Source: an optimization exercise on an open RTL-to-GDS flow (aim: small area, a short achievable clock period and few clock cycles per item). Production flows keep margins and buffers that such runs may drop.
Function was not checked in any run shown here: the RTL went through the layout flow alone.
Power is estimated from default activity; no workload was simulated.

$ cat flow/run.sh
#!/bin/bash
# synth_recipe.tcl (not shown) runs the flow's synth.tcl, then flattens the netlist and writes it again
# the make line also repeats each setting of config.mk as NAME=value (left out here)
make -C /OpenROAD-flow-scripts/flow DESIGN_CONFIG=/design/flow/config.mk WORK_HOME=/design/flow/orfs CLKGATE_MAP_FILE= SYNTH_SCRIPT=/design/flow/synth_recipe.tcl finish
$ cat flow/config.mk
export PLATFORM = sky130hd
export DESIGN_NAME = softmax_top
export DESIGN_NICKNAME = softmax_top
export VERILOG_FILES = /design/flow/design.v
export SDC_FILE = /design/flow/constraint.sdc
export NUM_CORES = 4
export LEC_CHECK = 0
export CAP_MARGIN = 20
export CORE_MARGIN = 2
export CORE_UTILIZATION = 65
export CTS_BUF_LIST = sky130_fd_sc_hd__clkbuf_16
export CTS_CLUSTER_DIAMETER = 100
export CTS_CLUSTER_SIZE = 28
export SETUP_SLACK_MARGIN = 5.0
export SLEW_MARGIN = 20
$ cat flow/constraint.sdc
create_clock -name core_clock -period 10.0 [get_ports {clk}]
set_input_delay 2.0000 -clock core_clock [delete_from_list [all_inputs] [get_ports {clk}]]
set_output_delay 2.0000 -clock core_clock [all_outputs]
set_load 0.01 [all_outputs]
$ cat flow/design.v
package softmax_pkg;
  typedef logic [15:0] stream_word_t;
  typedef logic signed [15:0] lane_t;
  typedef logic [16*32-1:0] vec_t;
  typedef logic [17:0] sum_t;
  typedef logic [8-1:0] prob_t;
  typedef enum logic [1:0] {
    MODE_BYPASS  = 2'd0,
    MODE_SOFTMAX = 2'd1
  } mode_t;
endpackage
`timescale 1ns/1ps
module softmax_top (
  input  logic        clk,
  input  logic        rst_n,
  input  logic [15:0] fifo_data,
  input  logic        fifo_empty,
  output logic        rd_en,
  output logic [15:0] tx_data,
  output logic        tx_empty,
  input  logic        tx_fifo_en,
  input  logic [1:0]  control
);
  logic run;
  assign run = (control != 2'd0);
  logic [255:0] rx;         
  logic [95:0]  rf0, rf1;   
  logic [3:0]   ph, ph1;    
  logic [3:0]   wp;         
  logic [3:0]   rp;         
  logic [3:0]   opm;        
  logic         at_op;      
  logic [3:0]   cnt;        
  logic [4:0]   rem;        
  logic         cpar;       
  logic [3:0]   lcnt;       
  logic         opar;       
  logic [5:0]   diff;       
  logic         empty_r;    
  logic         cons_q;     
  logic         in_ok_q;    
  logic         in_ok, take, cons, load, complete;
  logic [5:0]   cls_pair;
  assign ph1 = ph + 4'd1;
  always_ff @(posedge clk) begin
    rx  <= {take ? fifo_data : rx[15:0], rx[255:16]};
    rf0 <= {(cons & ~cpar) ? cls_pair : rf0[5:0], rf0[95:6]};
    rf1 <= {(cons &  cpar) ? cls_pair : rf1[5:0], rf1[95:6]};
    ph  <= ph1;
  end
  logic signed [7:0] mrun, mcur;
  logic signed [7:0] in_lo, in_hi;
  logic hi_gt_lo, r_gt_lo, r_gt_hi;
  logic signed [7:0] in_mx, in_mx3;
  assign in_lo    = fifo_data[7:0];
  assign in_hi    = fifo_data[15:8];
  assign hi_gt_lo = (in_hi > in_lo);
  assign r_gt_lo  = (mrun > in_lo);
  assign r_gt_hi  = (mrun > in_hi);
  assign in_mx    = hi_gt_lo ? in_hi : in_lo;
  assign in_mx3   = hi_gt_lo ? (r_gt_hi ? mrun : in_hi) : (r_gt_lo ? mrun : in_lo);
  always_ff @(posedge clk) begin
    if (take) begin
      mrun <= (cnt == 4'd0) ? in_mx : in_mx3;
      if (cnt == 4'd15) mcur <= in_mx3;
    end
  end
  logic [7:0] d_h0, d_h1;
  assign d_h0 = mcur - rx[7:0];
  assign d_h1 = mcur - rx[15:8];
  function automatic logic [2:0] cls_of(input logic [7:0] d);
    cls_of = (d < 8'd6) ? d[2:0] : 3'd6;
  endfunction
  function automatic logic [12:0] exp_of(input logic [7:0] d);
    exp_of = (d == 8'd0) ? 13'd4096 :
             (d == 8'd1) ? 13'd1507 :
             (d == 8'd2) ? 13'd554  :
             (d == 8'd3) ? 13'd204  :
             (d == 8'd4) ? 13'd75   :
             (d == 8'd5) ? 13'd28   :
             (d == 8'd6) ? 13'd10   :
             (d == 8'd7) ? 13'd4    :
             (d == 8'd8) ? 13'd1    :
             (d == 8'd9) ? 13'd1    : 13'd0;   
  endfunction
  assign cls_pair = {cls_of(d_h1), cls_of(d_h0)};
  logic [17:0] acc, acc_next, sdiv;
  logic [12:0] e0, e1;
  logic        spend;     
  logic        dbusy;
  logic        start;
  logic        sum_last;
  assign e0       = cons ? exp_of(d_h0) : 13'd0;
  assign e1       = cons ? exp_of(d_h1) : 13'd0;
  assign acc_next = ((cons & rem[4]) ? 18'd0 : acc) + 18'(e0) + 18'(e1);
  assign sum_last = cons & (rem == 5'd1);
  assign start    = ~dbusy & (spend | sum_last);
  always_ff @(posedge clk) begin
    acc <= acc_next;
    if (start) sdiv <= acc_next;
  end
  assign cons     = cons_q;
  assign in_ok    = in_ok_q;
  assign take     = run & ~fifo_empty & in_ok;
  assign complete = take & (cnt == 4'd15);
  logic       pvalid;
  logic       pop;
  logic [3:0] ocnt;
  logic       av;
  logic       ptab_free, xfer;
  assign pop  = run & tx_fifo_en & av;
  assign load = (~av | pop) & (diff != 6'd0) & at_op &
                ((lcnt != 4'd0) | xfer | (pvalid & ~av));
  logic [3:0] cnt_n, wp_n, rp_n, opm_n;
  logic [4:0] rem_n;
  logic [5:0] diff_n;
  logic       empty_n, spend_n, dbusy_n, cons_n, in_ok_n;
  always_comb begin
    cnt_n  = take ? cnt + 4'd1 : cnt;
    wp_n   = take ? ph1 : wp;
    rem_n  = complete ? 5'd16 : (cons ? rem - 5'd1 : rem);
    rp_n   = (complete | cons) ? ph1 : rp;
    diff_n = diff + 6'(cons) - 6'(load);
    if (take && empty_r) opm_n = ph + 4'd14;    
    else if (load)       opm_n = ph1;
    else                 opm_n = opm;
    empty_n = (cnt_n == 4'd0) & (rem_n == 5'd0) & (diff_n == 6'd0);
    spend_n = ~start & (sum_last | spend);
    dbusy_n = start | (dbusy & ~xfer);
    cons_n  = (rem_n != 5'd0) & (rp_n == ph1) & ~diff_n[5] & (~rem_n[4] | ~spend_n);
    in_ok_n = empty_n | ((wp_n == ph1) & (((5'(cnt_n) + rem_n) < 5'd16) | cons_n));
  end
  always_ff @(posedge clk) begin
    wp    <= wp_n;
    rp    <= rp_n;
    opm   <= opm_n;
    at_op <= (opm_n == ph1);
  end
  always_ff @(posedge clk or negedge rst_n) begin
    if (!rst_n) begin
      cnt      <= '0;
      rem      <= '0;
      diff     <= '0;
      cpar     <= 1'b0;
      spend    <= 1'b0;
      empty_r  <= 1'b1;
      cons_q   <= 1'b0;
      in_ok_q  <= 1'b1;
    end else begin
      cnt      <= cnt_n;
      rem      <= rem_n;
      diff     <= diff_n;
      empty_r  <= empty_n;
      cons_q   <= cons_n;
      in_ok_q  <= in_ok_n;
      if (cons && rem == 5'd1) cpar <= ~cpar;
      spend    <= spend_n;
    end
  end
  logic [3:0]  k, k_n;
  logic        fa0, fa9, fb7, fb11, fb14;    
  logic [16:0] ra, rb;
  logic [14:0] qa, qb;
  logic [14:0] qa_n, qb_n;
  logic [16:0] ta, tb;
  logic [17:0] t2a, t2b;
  logic [18:0] sba, sbb;    
  logic        gea, geb;
  always_comb begin
    ta = fa0 ? 17'd2048 :     
         fa9 ? 17'd2216 :     
               ra;
    tb = fa0  ? 17'd3014 :    
         fb7  ? 17'd3264 :    
         fb11 ? 17'd2400 :    
         fb14 ? 17'd3584 :    
                rb;
    t2a = {ta, 1'b0};
    t2b = {tb, 1'b0};
    sba = {1'b0, t2a} - {1'b0, sdiv};
    sbb = {1'b0, t2b} - {1'b0, sdiv};
    gea = ~sba[18];
    geb = ~sbb[18];
  end
  assign qa_n = {qa[13:0], gea};
  assign qb_n = {qb[13:0], geb};
  always_ff @(posedge clk) begin
    ra <= gea ? sba[16:0] : t2a[16:0];
    rb <= geb ? sbb[16:0] : t2b[16:0];
    qa <= qa_n;
    qb <= qb_n;
  end
  assign xfer = dbusy & fb14 & ptab_free;
  always_comb begin
    if (start)               k_n = 4'd0;
    else if (dbusy && fb14)  k_n = 4'd0;       
    else if (dbusy)          k_n = k + 4'd1;
    else                     k_n = k;
  end
  always_ff @(posedge clk) begin
    k    <= k_n;
    fa0  <= (k_n == 4'd0);
    fa9  <= (k_n == 4'd9);
    fb7  <= (k_n == 4'd7);
    fb11 <= (k_n == 4'd11);
    fb14 <= (k_n == 4'd14);
  end
  always_ff @(posedge clk or negedge rst_n) begin
    if (!rst_n) dbusy <= 1'b0;
    else        dbusy <= dbusy_n;
  end
  logic [7:0] p0, p0_n;
  logic [6:0] p1, p1_n;
  logic [5:0] p2, p2_n;
  logic [3:0] p3, p3_n;
  logic [2:0] p4, p4_n;
  logic       p5, p5_n;
  assign ptab_free = ~pvalid | (pop & (ocnt == 4'd15));
  assign p0_n = xfer ? (qa_n[14] ? 8'd255 : qa_n[13:6]) : p0;
  assign p2_n = xfer ? qa_n[5:0]  : p2;
  assign p1_n = xfer ? qb_n[14:8] : p1;
  assign p3_n = xfer ? qb_n[7:4]  : p3;
  assign p4_n = xfer ? qb_n[3:1]  : p4;
  assign p5_n = xfer ? qb_n[0]    : p5;
  always_ff @(posedge clk) begin
    p0 <= p0_n;
    p1 <= p1_n;
    p2 <= p2_n;
    p3 <= p3_n;
    p4 <= p4_n;
    p5 <= p5_n;
  end
  function automatic logic [7:0] prob_of(input logic [2:0] c,
                                         input logic [7:0] q0, input logic [6:0] q1,
                                         input logic [5:0] q2, input logic [3:0] q3,
                                         input logic [2:0] q4, input logic q5);
    logic [7:0] r;
    case (c)
      3'd0:    r = q0;
      3'd1:    r = {1'b0, q1};
      3'd2:    r = {2'b0, q2};
      3'd3:    r = {4'b0, q3};
      3'd4:    r = {5'b0, q4};
      3'd5:    r = {7'b0, q5};
      default: r = 8'd0;
    endcase
    prob_of = r;
  endfunction
  logic [5:0]  lpos_pair;
  logic [15:0] txq;         
  assign lpos_pair = opar ? rf1[17:12] : rf0[17:12];    
  always_ff @(posedge clk) begin
    if (load) txq <= {prob_of(lpos_pair[5:3], p0_n, p1_n, p2_n, p3_n, p4_n, p5_n),
                      prob_of(lpos_pair[2:0], p0_n, p1_n, p2_n, p3_n, p4_n, p5_n)};
  end
  always_ff @(posedge clk or negedge rst_n) begin
    if (!rst_n) begin
      pvalid <= 1'b0;
      ocnt   <= '0;
      av     <= 1'b0;
      lcnt   <= '0;
      opar   <= 1'b0;
    end else begin
      if (pop) ocnt <= ocnt + 4'd1;
      if (xfer) pvalid <= 1'b1;
      else if (pop && ocnt == 4'd15) pvalid <= 1'b0;
      av <= load | (av & ~pop);
      if (load) begin
        lcnt <= lcnt + 4'd1;
        if (lcnt == 4'd15) opar <= ~opar;
      end
    end
  end
  assign rd_en    = run ? in_ok : tx_fifo_en;
  assign tx_data  = run ? txq : fifo_data;
  assign tx_empty = run ? ~av : fifo_empty;
endmodule
==> impl_metrics.env, run 1 <==
export IMPL_synth_top_family_by_area="simple AND/OR/NAND/NOR gates"
export IMPL_cts_htree_levels=1
export IMPL_mostFrequentLayoutCells="580 x dfxtp_1, 141 x inv_1, 135 x nand2_1, 116 x nor2_1, 98 x ha_1"
export IMPL_synth_warnings=1
export IMPL_cap_violations=0
export IMPL_synth_seq_cells=665
export IMPL_drtIter0Drc=745
export IMPL_met3WireLength_um=1600
export IMPL_fin_tns_setup_ns=0
export IMPL_p_leak_nw=10.6
export IMPL_crit_type="reg2reg"
export IMPL_start_util_pct=65.5
export IMPL_min_period_over_period_pct=51.1
export IMPL_coreArea_mm2=0.0333
export IMPL_portBuffers=39
export IMPL_ys_top_cells_by_area="dfxtp_1 54%, edfxtp_1 6.9%, ha_1 6.2%"
export IMPL_track_usage_pct=23.7
export IMPL_drt_met1_wl_um=18700
export IMPL_fp_row_count=67
export IMPL_worst_path_largest_cell_delay_ns=0.52
export IMPL_synth_mux_area_share_pct=2.81
export IMPL_wl_per_cell_um=17.2
export IMPL_synth_xor_area_share_pct=3.74
export IMPL_finalMaxSlewViolations=0
export IMPL_ys_async_sr_fraction_pct=4.81
export IMPL_vias=13000
export IMPL_routed_top_layer="met4"
export IMPL_synth_main_ff_cell="dfxtp_1"
export IMPL_grt_max_degree=49
export IMPL_die_h_um=187
export IMPL_relSlewSlack_pct=30.1
export IMPL_peakVddDrop_v=0.000193
export IMPL_rsz0062_at_grt="true"
export IMPL_dpl_hpwl_um=28300
export IMPL_cp_cell_sequence="ha_4 > nor2b_4 > o21ai_2 > a21boi_2 > o21a_1 > or4_4 > a21o_4 > nor2_4 > nand3_2 > fa_1 > inv_1 > ha_2 > inv_2 > fa_2 > nor2b_2 > o21ai_2 > a21boi_2 > o21ai_2 > a211o_1 > buf_4 > a31oi_1 > xnor2_1 > a21oi_1"
export IMPL_cp_max_fo=3
export IMPL_wl_um=41100
export IMPL_drcViolationCount=0
export IMPL_netlist_cell_type_count=74
export IMPL_dr_pass1_iters=5
export IMPL_gp_congestion=0.868
export IMPL_area_growth_syn_to_layout_pct=10.3
export IMPL_p_per_area_mw_per_mm2=167
export IMPL_period_needed_ns=5.11
export IMPL_via_per_inst=5.43
export IMPL_grt_pass1_wl_um=66200
export IMPL_path_clk_slew_ns=0.12
export IMPL_netlist_area_mm2=0.0218
export IMPL_synth_cells=1851
export IMPL_worstMarginPinSlew_ns=1.05
export IMPL_dp_cells=2307
export IMPL_arrival_ns=5.39
export IMPL_cp_required_ns=10.28
export IMPL_io_pins=40
export IMPL_n_antenna_cell=0
export IMPL_final_nets=2082
export IMPL_critPathMostFrequentCell="o21ai_2"
export IMPL_post_synth_top_area_fraction_pct=53.6
export IMPL_max_freq_mhz=196
export IMPL_synth_compound_area_share_pct=8.76
export IMPL_hold_viol_final=0
export IMPL_synth_edf_count=50
export IMPL_antenna_found_initial=0
export IMPL_cts_buffers=27
export IMPL_dieArea_mm2=0.0350
export IMPL_grt_ovfl_total=0
export IMPL_mostFrequentLayoutCell="dfxtp_1"
export IMPL_finalSetupViolCount=0
export IMPL_synth_nets=1999
export IMPL_wl_met2_um=19600
export IMPL_synth_seq_area_share_pct=64.1
export IMPL_avgSynthCellArea_um2=11.8
export IMPL_synth_top_cell_by_area="dfxtp_1"
export IMPL_crit_path_end_kind="flop"
export IMPL_cts_tree="done"
export IMPL_die_w_um=187
export IMPL_cts_buffer_depth=3
export IMPL_outcome="complete, no violations"
export IMPL_finalNonFillerCells=2394
export IMPL_cp_start_kind="flop"
export IMPL_grt_pass1_vias=12900
export IMPL_antenna_left=0
export IMPL_clock_sinks=665
export IMPL_total_power_mw=4.02
export IMPL_hold_path_class="reg2reg"
export IMPL_synth_simple_area_share_pct=9.35
export IMPL_cp_slowest_cell="or4_4"
export IMPL_clk_latency_ns=0.59
export IMPL_drive_gt1_share_pct=12.0
export IMPL_synthAdderAreaFrac_pct=7.86
export IMPL_fin_skew_ns=0.0249
export IMPL_root_buffer="clkbuf_16"
[cells in the mapped netlist (30+ instances only)]
cell type and instances:
o21ai_0 83, xnor2_1 57, nand2_1 136, dfrtp_1 30
edfxtp_1 50, xor2_1 36, nor2_1 118, a21oi_1 72
mux2_2 34, ha_1 108, dfxtp_1 583, and2_1 33
inv_1 147
[area by class of cell]
cell class / count / area (µm²)
tap: 448 / 561
multi-input combinational: 1002 / 7470
timing repair buffer: 91 / 721
clock buffer: 28 / 701
inverter: 147 / 552
sequential: 665 / 14000
fill: 2353 / 9240
clock inverter: 13 / 55.1
[power by group]
part / internal, mW / leakage, nW / switching, mW / total, mW
sequential: 2.68 / 5.47 / 0.00214 / 2.68
combinational: 0.0329 / 4.72 / 0.0464 / 0.0793
clock: 0.510 / 0.412 / 0.748 / 1.26
total: 3.22 / 10.6 / 0.796 / 4.02
[repair_timing]
| item | in CTS | in global routing |
|---|---|---|
| endpoints found under the setup margin | 42 | 33 |
| gates cloned | 4 | 0 |
| resized for setup | 134 | 38 |
| pin swaps | 36 | 26 |
| hold buffers | 0 | 0 |
| setup buffers | 36 | 6 |
[worst paths after layout]
kind | start | end | slack, ns | cells after the start
setup / recovery | mcur[1]$_DFFE_PP_ | sdiv[15]$_DFFE_PP_ | 4.89 | 23
hold / removal | rf0[10]$_DFF_P_ | rf0[4]$_DFF_P_ | 0.32 | 0
setup reg to reg | mcur[1]$_DFFE_PP_ | sdiv[15]$_DFFE_PP_ | 4.89 | 23
hold reg to reg | rf0[10]$_DFF_P_ | rf0[4]$_DFF_P_ | 0.32 | 0
max in group asynchronous | rst_n | empty_r$_DFF_PN1_ | 7.86 | 2
min in group asynchronous | rst_n | cnt[0]$_DFF_PN0_ | 1.81 | 2
[critical path: cells and delay by family (launching register included)]
family                   cells  cell delay (ns)
XOR/XNOR                     1             0.16
AND/OR/NAND/NOR              5             1.03
buffers and inverters        3             0.28
flip-flops                   1             0.44
adder cells (fa/ha/maj)      4             1.29
AO/OA/AOI/OAI               10             1.62
[logic make-up after synthesis]
logic type      Yosys count
buf+inv                 188
fa+ha+maj               126
mux                      57
xor+xnor                 93
flops                   665
simple gates            427
compound gates          295
[routing by layer]
| metal | GRT usage, % | up-vias |
|---|---|---|
| li1 | - | 6393 |
| met1 | 31.9 | 6251 |
| met2 | 40.9 | 260 |
| met3 | 2.72 | 87 |
| met4 | 6.59 | 0 |
| met5 | 0 | - |
[stage by stage]
stage / area, µm² / worst slack [ns] / hold slack [ns] / util (%)
5_1_grt: 24000 / 4.69 / 0.329 / 72.2
3_5_place_dp: 22700 / 3.53 / 0.312 / 68.2
3_3_place_gp: 22700 / 3.67 / 0.310 / 68.2
4_1_cts: 23900 / 4.83 / 0.322 / 71.9
6_report: 24000 / 4.89 / 0.320 / 72.2
2_1_floorplan: 21800 / 5.00 / 0.310 / -
[state kept, by name (all words and copies together) (netlist names), 6 cells and up]
name and cells:
rx 256, rf0 96, rf1 96, acc 18
sdiv 18, ra 17, rb 17, txq 16
qa 14, qb 14, mcur 8, mrun 8
p0 8, p1 7, diff 6, p2 6
==> inputs of run 2 (changes only) <==
==> flow/flow/run.sh (new file) <==
#!/bin/bash
# The standard layout (standard.sh), changed only in how hard and where the
# layout is optimised, not in the constraints it is signed off at:
#  - port buffers are sky130_fd_sc_hd__buf_4 instead of the delay cell buffer_ports picks
#    (every port still gets its own buffer),
#  - the pin placer keeps all pins on one edge (-exclude left:* -exclude right:* -exclude bottom:*), so the
#    bypass paths between input and output pins stay short.
# The full make output goes to make_flow.log; ORFS keeps each step's log
# under orfs/logs.
set -uo pipefail
sed -e 's/SETUP_SLACK_MARGIN=[0-9.]*/SETUP_SLACK_MARGIN=6.0 BUFFER_PORTS_ARGS="-buffer_cell sky130_fd_sc_hd__buf_4" PLACE_PINS_ARGS="-exclude left:* -exclude right:* -exclude bottom:*"/' standard.sh > standard_tuned.sh
bash standard_tuned.sh > make_flow.log 2>&1
status=$?
echo "standard flow exit $status"
exit $status
==> flow/standard.sh (new file) <==
#!/bin/bash
# synth_recipe.tcl (not shown) runs the flow's synth.tcl, then flattens the netlist and writes it again
# the make line also repeats each setting of config.mk as NAME=value (left out here)
make -C /OpenROAD-flow-scripts/flow DESIGN_CONFIG=/design/flow/config.mk WORK_HOME=/design/flow/orfs CLKGATE_MAP_FILE= SYNTH_SCRIPT=/design/flow/synth_recipe.tcl "${@:-finish}"
removed: flow/run.sh
==> impl_metrics.env, run 2 <==
export IMPL_largestRegisters="rx (256), rf0 (96), rf1 (96)"
export IMPL_p_per_area_mw_per_mm2=161
export IMPL_arrival_ns=5.59
export IMPL_crit_type="reg2reg"
export IMPL_start_util_pct=65.5
export IMPL_dp_cells=2305
export IMPL_final_nets=2116
export IMPL_track_usage_pct=23.9
export IMPL_reg2reg_depth=25
export IMPL_synth_top_cell_by_area="dfxtp_1"
export IMPL_via_per_inst=5.40
export IMPL_worstReg2RegStart="mcur[1]$_DFFE_PP_"
export IMPL_min_period_over_period_pct=52.7
export IMPL_vias=13100
export IMPL_grt_max_degree=50
export IMPL_max_freq_mhz=190
export IMPL_crit_path_end_kind="flop"
export IMPL_min_from="rf1[30]$_DFF_P_"
export IMPL_holdPathStages=0
export IMPL_holdBufCountCts=0
export IMPL_synth_main_ff_cell="dfxtp_1"
export IMPL_cts_tree="done"
export IMPL_coreArea_mm2=0.0333
export IMPL_antenna_left=0
export IMPL_wl_per_cell_um=17.6
export IMPL_ys_top_cells_by_area="dfxtp_1 54%, edfxtp_1 6.9%, ha_1 6.2%"
export IMPL_synth_simple_area_share_pct=9.35
export IMPL_gp_congestion=0.853
export IMPL_synth_top_family_by_area="simple AND/OR/NAND/NOR gates"
export IMPL_synth_seq_area_share_pct=64.1
export IMPL_synth_seq_cells=665
export IMPL_p_switching_mw=0.804
export IMPL_synth_most_common_cell="dfxtp_1"
export IMPL_finalMaxSlewViolations=0
export IMPL_post_synth_top_area_fraction_pct=53.6
export IMPL_die_w_um=187
export IMPL_synthAdderAreaFrac_pct=7.86
export IMPL_cp_max_fo=5
export IMPL_clk_latency_ns=0.58
export IMPL_cp_start_kind="flop"
export IMPL_outcome="complete, no violations"
export IMPL_yosys_top_cells_count="583 x dfxtp_1, 147 x inv_1, 136 x nand2_1, 118 x nor2_1, 108 x ha_1"
export IMPL_path_clk_slew_ns=0.11
export IMPL_pwr_share_seq_pct=66.1
export IMPL_fin_skew_ns=0.0167
export IMPL_hold_viol_final=0
export IMPL_cp_required_ns=10.32
export IMPL_rsz0062_at_grt="true"
export IMPL_finalSetupViolCount=0
export IMPL_relSlewSlack_pct=31.8
export IMPL_dieArea_mm2=0.0350
export IMPL_cts_buffers=27
export IMPL_drcViolationCount=0
export IMPL_mostFrequentLayoutCell="dfxtp_1"
export IMPL_clock_sinks=665
export IMPL_cts_buffer_depth=3
export IMPL_netlist_cell_type_count=74
export IMPL_hold_path_end="rf1[24]$_DFF_P_"
export IMPL_io_pins=40
export IMPL_finalNonFillerCells=2425
export IMPL_worstMarginPinSlew_ns=1.02
export IMPL_area_growth_syn_to_layout_pct=15.8
export IMPL_hold_path_class="reg2reg"
export IMPL_largest_register="rx"
export IMPL_n_antenna_cell=0
export IMPL_internal_power_mw=3.25
export IMPL_avgSynthCellArea_um2=11.8
export IMPL_period_needed_ns=5.27
export IMPL_cp_slowest_cell="fa_1"
export IMPL_p_leak_nw=11.0
export IMPL_netlist_area_mm2=0.0218
export IMPL_switching_share_pct=19.8
export IMPL_combPwrFrac_pct=2.9
export IMPL_grt_pass1_wl_um=66800
export IMPL_synth_cells=1851
export IMPL_drtIter0Drc=809
export IMPL_synth_warnings=1
export IMPL_fin_tns_setup_ns=0
export IMPL_synth_mux_area_share_pct=2.81
export IMPL_grt_pass1_vias=12800
export IMPL_clock_power_share_pct=31.0
export IMPL_ys_async_sr_fraction_pct=4.81
export IMPL_dpl_hpwl_um=28000
export IMPL_portBuffers=39
export IMPL_synth_nets=1999
export IMPL_synth_compound_area_share_pct=8.76
export IMPL_cts_htree_levels=1
export IMPL_largest_reg_flops=256
export IMPL_fp_row_count=67
export IMPL_worst_path_largest_cell_delay_ns=0.46
export IMPL_mostFrequentLayoutCells="581 x dfxtp_1, 139 x inv_1, 118 x nand2_1, 113 x nor2_1, 90 x ha_1"
export IMPL_drive_gt1_share_pct=18.4
export IMPL_r2r_end="sdiv[15]$_DFFE_PP_"
export IMPL_r2r_setup_slack_ns=4.73
export IMPL_cap_violations=0
export IMPL_grt_ovfl_total=0
export IMPL_antenna_found_initial=0
export IMPL_dr_pass1_iters=5
export IMPL_peakVddDrop_v=0.000190
export IMPL_die_h_um=187
export IMPL_synth_edf_count=50
export IMPL_wl_um=42700
export IMPL_root_buffer="clkbuf_16"
export IMPL_synth_xor_area_share_pct=3.74
## run 2: power by group through the flow
| stage | registers [mW] | logic (mW) | clock network [mW] |
|---|---|---|---|
| after global placement | 2.74 | 0.0967 | 0 |
| final | 2.68 | 0.119 | 1.26 |
| after CTS | 2.68 | 0.109 | 1.29 |
| after floorplan | 2.74 | 0.0689 | 0 |
| after global routing | 2.69 | 0.127 | 1.37 |
| after detailed placement | 2.74 | 0.0988 | 0 |
## run 2: metrics by stage
stage	setup WS [ns]	cell area [µm²]	hold WS, ns	utilization, %	total power, mW
after floorplan	5.01	22400	0.310	-	2.81
after global placement	4.45	23100	0.310	69.3	2.84
after detailed placement	4.37	23100	0.312	69.3	2.84
after CTS	5.00	24700	0.324	74.3	4.08
after global routing	4.48	25200	0.330	75.8	4.18
final	4.73	25200	0.325	75.8	4.06
## run 2: layout make-up
cell class                      instances  area [µm²]
Clock buffer                           27         676
Clock inverter                         11        68.8
Fill cell                            2145        8050
Inverter                              147         578
Multi-Input combinational cell       1003        8170
Sequential cell                       665       14000
Tap cell                              448         561
Timing Repair Buffer                  124        1200
## run 2: cell families (layout without fill, tap and decap cells)
group / Yosys count / after routing
flip-flops: 665 / 665
AND/OR/NAND/NOR: 427 / 432
adder cells (fa/ha/maj): 126 / 126
XOR/XNOR: 93 / 93
buffers and inverters: 188 / 309
AO/OA/AOI/OAI: 295 / 295
multiplexers: 57 / 57
## run 2: what timing repair did
action                                  in CTS  in global routing
setup buffers                               43                 31
resized for setup                          106                 56
pin swaps                                   58                 60
cloned                                       7                  1
endpoints found under the setup margin      71                 84
## run 2: worst max path at each step
stage,start,end,slack (ns)
finish,mcur[1]$_DFFE_PP_,sdiv[15]$_DFFE_PP_,4.73
global route,mcur[1]$_DFFE_PP_,sdiv[15]$_DFFE_PP_,4.48
CTS,mcur[1]$_DFFE_PP_,sdiv[16]$_DFFE_PP_,5.00
detailed placement,control[1],in_ok_q$_DFF_PN1_,4.37
global placement,control[1],in_ok_q$_DFF_PN1_,4.45
floorplan,mcur[1]$_DFFE_PP_,sdiv[17]$_DFFE_PP_,5.01
## run 2: per-layer routing
layer | up-vias | GRT usage (%) | share of wire [%]
met4 | 0 | 7.39 | 3.5
met2 | 269 | 40.7 | 49
met5 | - | 0 | 0
met3 | 92 | 2.57 | 3.2
li1 | 6448 | - | -
met1 | 6293 | 32.3 | 45
## run 2: critical path: cells and delay by family (launching register included)
| family | cells | cell delay, ns |
|---|---|---|
| AO/OA/AOI/OAI | 12 | 2.07 |
| XOR/XNOR | 1 | 0.16 |
| flip-flops | 1 | 0.43 |
| AND/OR/NAND/NOR | 3 | 0.40 |
| adder cells (fa/ha/maj) | 4 | 1.39 |
| buffers and inverters | 5 | 0.54 |

[port drivers added, routing unchanged]
The flow's constraints put no driver on any port. The routed layouts listed below were extracted and timed again, unchanged, in two steps.
Step 1: set_driving_cell puts a clkbuf_16 on clk and a buf_2 on each other input, an assumption about the parent block.
Step 2, shift: input delay + t, output delay - t, t = (earliest + latest rising clock arrival at the registers) / 2. This alone moves slack from input paths to output paths.
Three values: no drivers, after step 1, after step 2; two values: the first two.
| run | t (ns) | slack for setup (ns) | worst hold slack (ns) | clock arrival spread, ns | worst register clock-pin slew, ns |
|---|---|---|---|---|---|
| run 1 | 0.633 | 4.892 / 4.892 / 4.681 | 0.320 / 0.320 / 0.320 | 0.028 / 0.028 | 0.12 / 0.12 |
| run 2 | 0.627 | 4.734 / 4.734 / 4.734 | 0.325 / 0.325 / 0.325 | 0.020 / 0.020 | 0.11 / 0.11 |
After both steps setup and hold are still met in every run listed. The setup slack of run 1, which loses most, moves by 0.000 ns with the drivers and by -0.211 ns with both steps.
